What follows belongs to an exercise in optimizing a design on an open flow for small area, a short achievable clock period and few clock cycles per item; a production flow would make more cautious choices. At most, simulation tests tie the RTL to the original design; equivalence was not proved.

==> wip/onyx: inputs <==
==> flow/design.v (excerpt) <==
module led_cube_node_to_coordinate_unit (
  input  wire logic        clk_i,
  input  wire logic        rst_ni,
  input  wire logic        start_i,
  output logic             busy_o,
  input  wire logic [17:0] node_index_i,
  output logic             done_o,
  output logic [5:0]       voxel_x_o,
  output logic [5:0]       voxel_y_o,
  output logic [5:0]       voxel_z_o,
  output logic             index_out_of_range_o,
  input  wire logic        cfg_we_i,
  input  wire logic [2:0]  cfg_idx_i,
  input  wire logic [6:0]  cfg_data_i
);
export LEC_CHECK = 0
export ABC_AREA = 1
export CAP_MARGIN = 20
export CORE_MARGIN = 2
export CORE_UTILIZATION = 40
export CTS_BUF_LIST = sky130_fd_sc_hd__clkbuf_8
export CTS_CLUSTER_SIZE = 30
export SETUP_SLACK_MARGIN = 3.1
export SLEW_MARGIN = 20
create_clock -name core_clock -period 5.5 [get_ports {clk_i}]
run.sh (not shown) runs the stock make flow with config.mk's settings and CLKGATE_MAP_FILE= SYNTH_SCRIPT=/design/flow/synth_recipe.tcl, a recipe that flattens the netlist after the stock synthesis.
==> inputs of wip/nickel, as changes to wip/onyx <==
--- a/flow/design.v
+++ b/flow/design.v
@@ -96,12 +96,11 @@
       {3'd7, 3'd5}: e = {3'd4, 1'b1, 1'b0, 1'b0};
       default: e = 6'd0;
     endcase
     orient = e;
   endfunction
-  logic [5:0] oe;
-  logic [5:0] oe_q;
+  logic [5:0] oe, oe_q;
   logic [5:0] w_m1_d, h_m1_d, d_m1_d;
   logic [8:0] sel_c;
   logic [5:0] w_m1_q, h_m1_q, d_m1_q;
   logic [2:0] refl_c;
   logic       zig_c, alt_c, rev_layer_c, revx_c;
@@ -189,19 +188,18 @@
   logic s14_oor_42;
   logic s14_revl_43;
   logic [5:0] s14_rc_44;
   logic s14_lo_45;
   logic [5:0] s14_u_46;
-  logic [5:0] s14_uu_47;
-  logic [5:0] s14_xa_48;
-  logic s14_fx_49;
-  logic [5:0] s14_vx_50;
-  logic [5:0] s14_vy_51;
-  logic [5:0] s14_vz_52;
-  logic [5:0] s15_ox_53;
-  logic [5:0] s15_oy_54;
-  logic [5:0] s15_oz_55;
+  logic [5:0] s14_xa_47;
+  logic s14_fx_48;
+  logic [5:0] s14_vx_49;
+  logic [5:0] s14_vy_50;
+  logic [5:0] s14_vz_51;
+  logic [5:0] s15_ox_52;
+  logic [5:0] s15_oy_53;
+  logic [5:0] s15_oz_54;
   assign s0_ovf_1 = ({1'b0, idx_in[17:12]} > {1'b0, w_m1_q});
   assign s0_r1_2 = idx_in[17:12];
   assign {s1_g1_3, s1_r1_4} = dstep(s0_r1_2, idx_in[11], w_m1_q);
   assign {s2_g1_5, s2_r1_6} = dstep(p1_r1_q, p1_i10_q, w_m1_q);
   assign {s3_g1_7, s3_r1_8} = dstep(p2_r1_q, p2_i9_q, w_m1_q);
@@ -224,21 +222,20 @@
   assign {s13_g2_39, s13_r2_40} = dstep(p12_r2_q, p12_q1_0_q, h_m1_q);
   assign s14_z_41 = {p13_z5_q, p13_z4_q, p13_z3_q, p13_z2_q, p13_z1_q, p13_z0_q};
   assign s14_oor_42 = p13_oor_q | (s14_z_41 > d_m1_q);
   assign s14_revl_43 = rev_layer_c & s14_z_41[0];
   assign s14_rc_44 = w_m1_q - p13_r1_q;
-  assign s14_uu_47 = {1'b0, w_m1_q[5:1]} - {1'b0, p13_r1_q[4:0]};
-  assign s14_lo_45 = ~s14_uu_47[5] & ~p13_r1_q[5];
-  assign s14_u_46 = {s14_uu_47[4:0], w_m1_q[0]};
-  assign s14_xa_48 = refl_c[0] ? (s14_lo_45 ? s14_u_46 : ~s14_u_46) : (s14_lo_45 ? {p13_r1_q[4:0], 1'b0} : {s14_rc_44[4:0], 1'b1});
-  assign s14_fx_49 = zig_c & (p13_r2_q[0] ^ (revx_c & s14_z_41[0]));
-  assign s14_vx_50 = alt_c ? s14_xa_48 : ((refl_c[0] ^ s14_fx_49) ? s14_rc_44 : p13_r1_q);
-  assign s14_vy_51 = (refl_c[1] ^ s14_revl_43) ? 6'(h_m1_q - p13_r2_q) : p13_r2_q;
-  assign s14_vz_52 = refl_c[2] ? 6'(d_m1_q - s14_z_41) : s14_z_41;
-  assign s15_ox_53 = {6{~s14_oor_42}} & (({6{sel_c[0]}} & s14_vx_50) | ({6{sel_c[1]}} & s14_vy_51) | ({6{sel_c[2]}} & s14_vz_52));
-  assign s15_oy_54 = {6{~s14_oor_42}} & (({6{sel_c[3]}} & s14_vx_50) | ({6{sel_c[4]}} & s14_vy_51) | ({6{sel_c[5]}} & s14_vz_52));
-  assign s15_oz_55 = {6{~s14_oor_42}} & (({6{sel_c[6]}} & s14_vx_50) | ({6{sel_c[7]}} & s14_vy_51) | ({6{sel_c[8]}} & s14_vz_52));
+  assign s14_lo_45 = (p13_r1_q <= {1'b0, w_m1_q[5:1]});
+  assign s14_u_46 = w_m1_q - {p13_r1_q[4:0], 1'b0};
+  assign s14_xa_47 = refl_c[0] ? (s14_lo_45 ? s14_u_46 : ~s14_u_46) : (s14_lo_45 ? {p13_r1_q[4:0], 1'b0} : {s14_rc_44[4:0], 1'b1});
+  assign s14_fx_48 = zig_c & (p13_r2_q[0] ^ (revx_c & s14_z_41[0]));
+  assign s14_vx_49 = alt_c ? s14_xa_47 : ((refl_c[0] ^ s14_fx_48) ? s14_rc_44 : p13_r1_q);
+  assign s14_vy_50 = (refl_c[1] ^ s14_revl_43) ? 6'(h_m1_q - p13_r2_q) : p13_r2_q;
+  assign s14_vz_51 = refl_c[2] ? 6'(d_m1_q - s14_z_41) : s14_z_41;
+  assign s15_ox_52 = {6{~s14_oor_42}} & (({6{sel_c[0]}} & s14_vx_49) | ({6{sel_c[1]}} & s14_vy_50) | ({6{sel_c[2]}} & s14_vz_51));
+  assign s15_oy_53 = {6{~s14_oor_42}} & (({6{sel_c[3]}} & s14_vx_49) | ({6{sel_c[4]}} & s14_vy_50) | ({6{sel_c[5]}} & s14_vz_51));
+  assign s15_oz_54 = {6{~s14_oor_42}} & (({6{sel_c[6]}} & s14_vx_49) | ({6{sel_c[7]}} & s14_vy_50) | ({6{sel_c[8]}} & s14_vz_51));
   logic p1_oor_q;
   logic [5:0] p1_r1_q;
   logic p1_i0_q;
   logic p1_i1_q;
   logic p1_i2_q;
@@ -582,13 +579,13 @@
     p13_z3_q <= p12_z3_q;
     p13_z2_q <= p12_z2_q;
     p13_z1_q <= p12_z1_q;
     p13_z0_q <= s13_g2_39;
     p14_oor_q <= s14_oor_42;
-    p14_ox_q <= s15_ox_53;
-    p14_oy_q <= s15_oy_54;
-    p14_oz_q <= s15_oz_55;
+    p14_ox_q <= s15_ox_52;
+    p14_oy_q <= s15_oy_53;
+    p14_oz_q <= s15_oz_54;
   end
   assign done_o               = p14_v_q;
   assign voxel_x_o            = p14_ox_q;
   assign voxel_y_o            = p14_oy_q;
   assign voxel_z_o            = p14_oz_q;
==> flow/flow/run.sh (new file) <==
#!/bin/bash
# The standard layout, with the port buffers made of sky130_fd_sc_hd__buf_2 cells instead of
# the delay-buffer cells the resizer picks by default.
set -euo pipefail
bash standard.sh BUFFER_PORTS_ARGS="-buffer_cell sky130_fd_sc_hd__buf_2" finish > standard_make.log 2>&1
==> flow/standard.sh (new file) <==
#!/bin/bash
# synth_recipe.tcl (not shown) runs the flow's synth.tcl, then flattens the netlist and writes it again
# the make line also repeats each setting of config.mk as NAME=value (left out here)
make -C /OpenROAD-flow-scripts/flow DESIGN_CONFIG=/design/flow/config.mk WORK_HOME=/design/flow/orfs CLKGATE_MAP_FILE= SYNTH_SCRIPT=/design/flow/synth_recipe.tcl "${@:-finish}"
CTS_BUF_LIST = default   (was sky130_fd_sc_hd__clkbuf_8)
CTS_CLUSTER_SIZE = default   (was 30)
SETUP_SLACK_MARGIN = 3.45   (was 3.1)
removed: flow/run.sh
==> inputs of wip/indigo, as changes to wip/onyx <==
==> flow/flow/run.sh (new file) <==
#!/bin/bash
# The standard layout, with the port buffers made of sky130_fd_sc_hd__buf_2 cells instead of
# the delay-buffer cells the resizer picks by default.
set -euo pipefail
bash standard.sh BUFFER_PORTS_ARGS="-buffer_cell sky130_fd_sc_hd__buf_2" finish > standard_make.log 2>&1
==> flow/standard.sh (new file) <==
#!/bin/bash
# synth_recipe.tcl (not shown) runs the flow's synth.tcl, then flattens the netlist and writes it again
# the make line also repeats each setting of config.mk as NAME=value (left out here)
make -C /OpenROAD-flow-scripts/flow DESIGN_CONFIG=/design/flow/config.mk WORK_HOME=/design/flow/orfs CLKGATE_MAP_FILE= SYNTH_SCRIPT=/design/flow/synth_recipe.tcl "${@:-finish}"
CTS_BUF_LIST = default   (was sky130_fd_sc_hd__clkbuf_8)
CTS_CLUSTER_SIZE = default   (was 30)
SETUP_SLACK_MARGIN = 3.2   (was 3.1)
removed: flow/run.sh
==> run notes <==
- TritonCTS buffer count: between 50 and 60
- Largest cells by area after synthesis: dfxtp_1 38%, nand2_1 17%, inv_1 8.0%
- DR iter-0 viols: about 740
- Clock Pin Slew Worst Setup and Hold Paths: around 0.07 ns
- Outcome: finished clean
- Syn Inst Count: approximately 2100
The numbers above come from wip/onyx.

==> run notes <==
- DR iter-0 viols: between 900 and 1000
- Post-synth top area share: 0.380
- Fill cell total of the finished layout: between 3000 and 4000
- Max_slew headroom: 0.408
- TritonCTS buffer count: 38
- Outcome: finished clean
- Syn Inst Count: 2096
- Global routing usage on met1: 0.258
- Top routing layer used: met4
- Clock Pin Slew Worst Setup and Hold Paths: about 0.070 ns
- Largest cells by area after synthesis: dfxtp_1 38%, nand2_1 18%, nand3_1 8.3%
The numbers above come from wip/nickel.

==> run notes <==
- First-pass GRT wire length: approximately 60000 um
- Area growth syn-to-layout: 16.5%
- DR iter-0 viols: 804
- Fill cell total of the finished layout: ~3600
- Largest cells by area after synthesis: dfxtp_1 38%, nand2_1 17%, inv_1 8.0%
- Outcome: finished clean
- Placer Congestion: between 0.8 and 0.9
- TritonCTS buffer count: 37
- Multi-input logic portion of the cell area: 0.402
- Clock Pin Slew Worst Setup and Hold Paths: ~0.060 ns
- Sequential Area: between 6000 and 7000 um^2
The numbers above come from wip/indigo.

Testbench counts of wip/nickel, summed over its fixed seeds: cycles 32,448, items 32,000.
For wip/onyx and wip/indigo, only the layout was checked, not whether the RTL still works.

[what the ideal ports hide]
No port has a modelled driver above. Below, the same layouts with a new extraction and two added sets of constraints.
Step 1, drivers: a clkbuf_16 drives clk_i and a buf_2 each remaining input, both assumed.
Step 2, shift: input delay + t, output delay - t, t = (earliest + latest rising clock arrival at the registers) / 2. This alone moves slack from input paths to output paths.
Three values: ideal, step 1, step 2; two values: the first two.
run | t, ns | setup WS [ns] | worst hold slack (ns) | worst setup path after step 2 | worst data-port slew with drivers (ns)
wip/onyx | 0.694 | 3.146 / 3.095 / 2.587 | 0.286 / 0.286 / 0.286 | input to register | 0.04
wip/nickel | 0.595 | 3.332 / 3.327 / 2.879 | 0.304 / 0.304 / 0.304 | input to register | 0.06
wip/indigo | 0.587 | 3.278 / 3.278 / 2.848 | 0.322 / 0.322 / 0.322 | input to register | 0.04
After both steps setup and hold are still met in every run listed. The setup slack of wip/onyx, which loses most, moves by -0.051 ns with the drivers and by -0.559 ns with both steps.
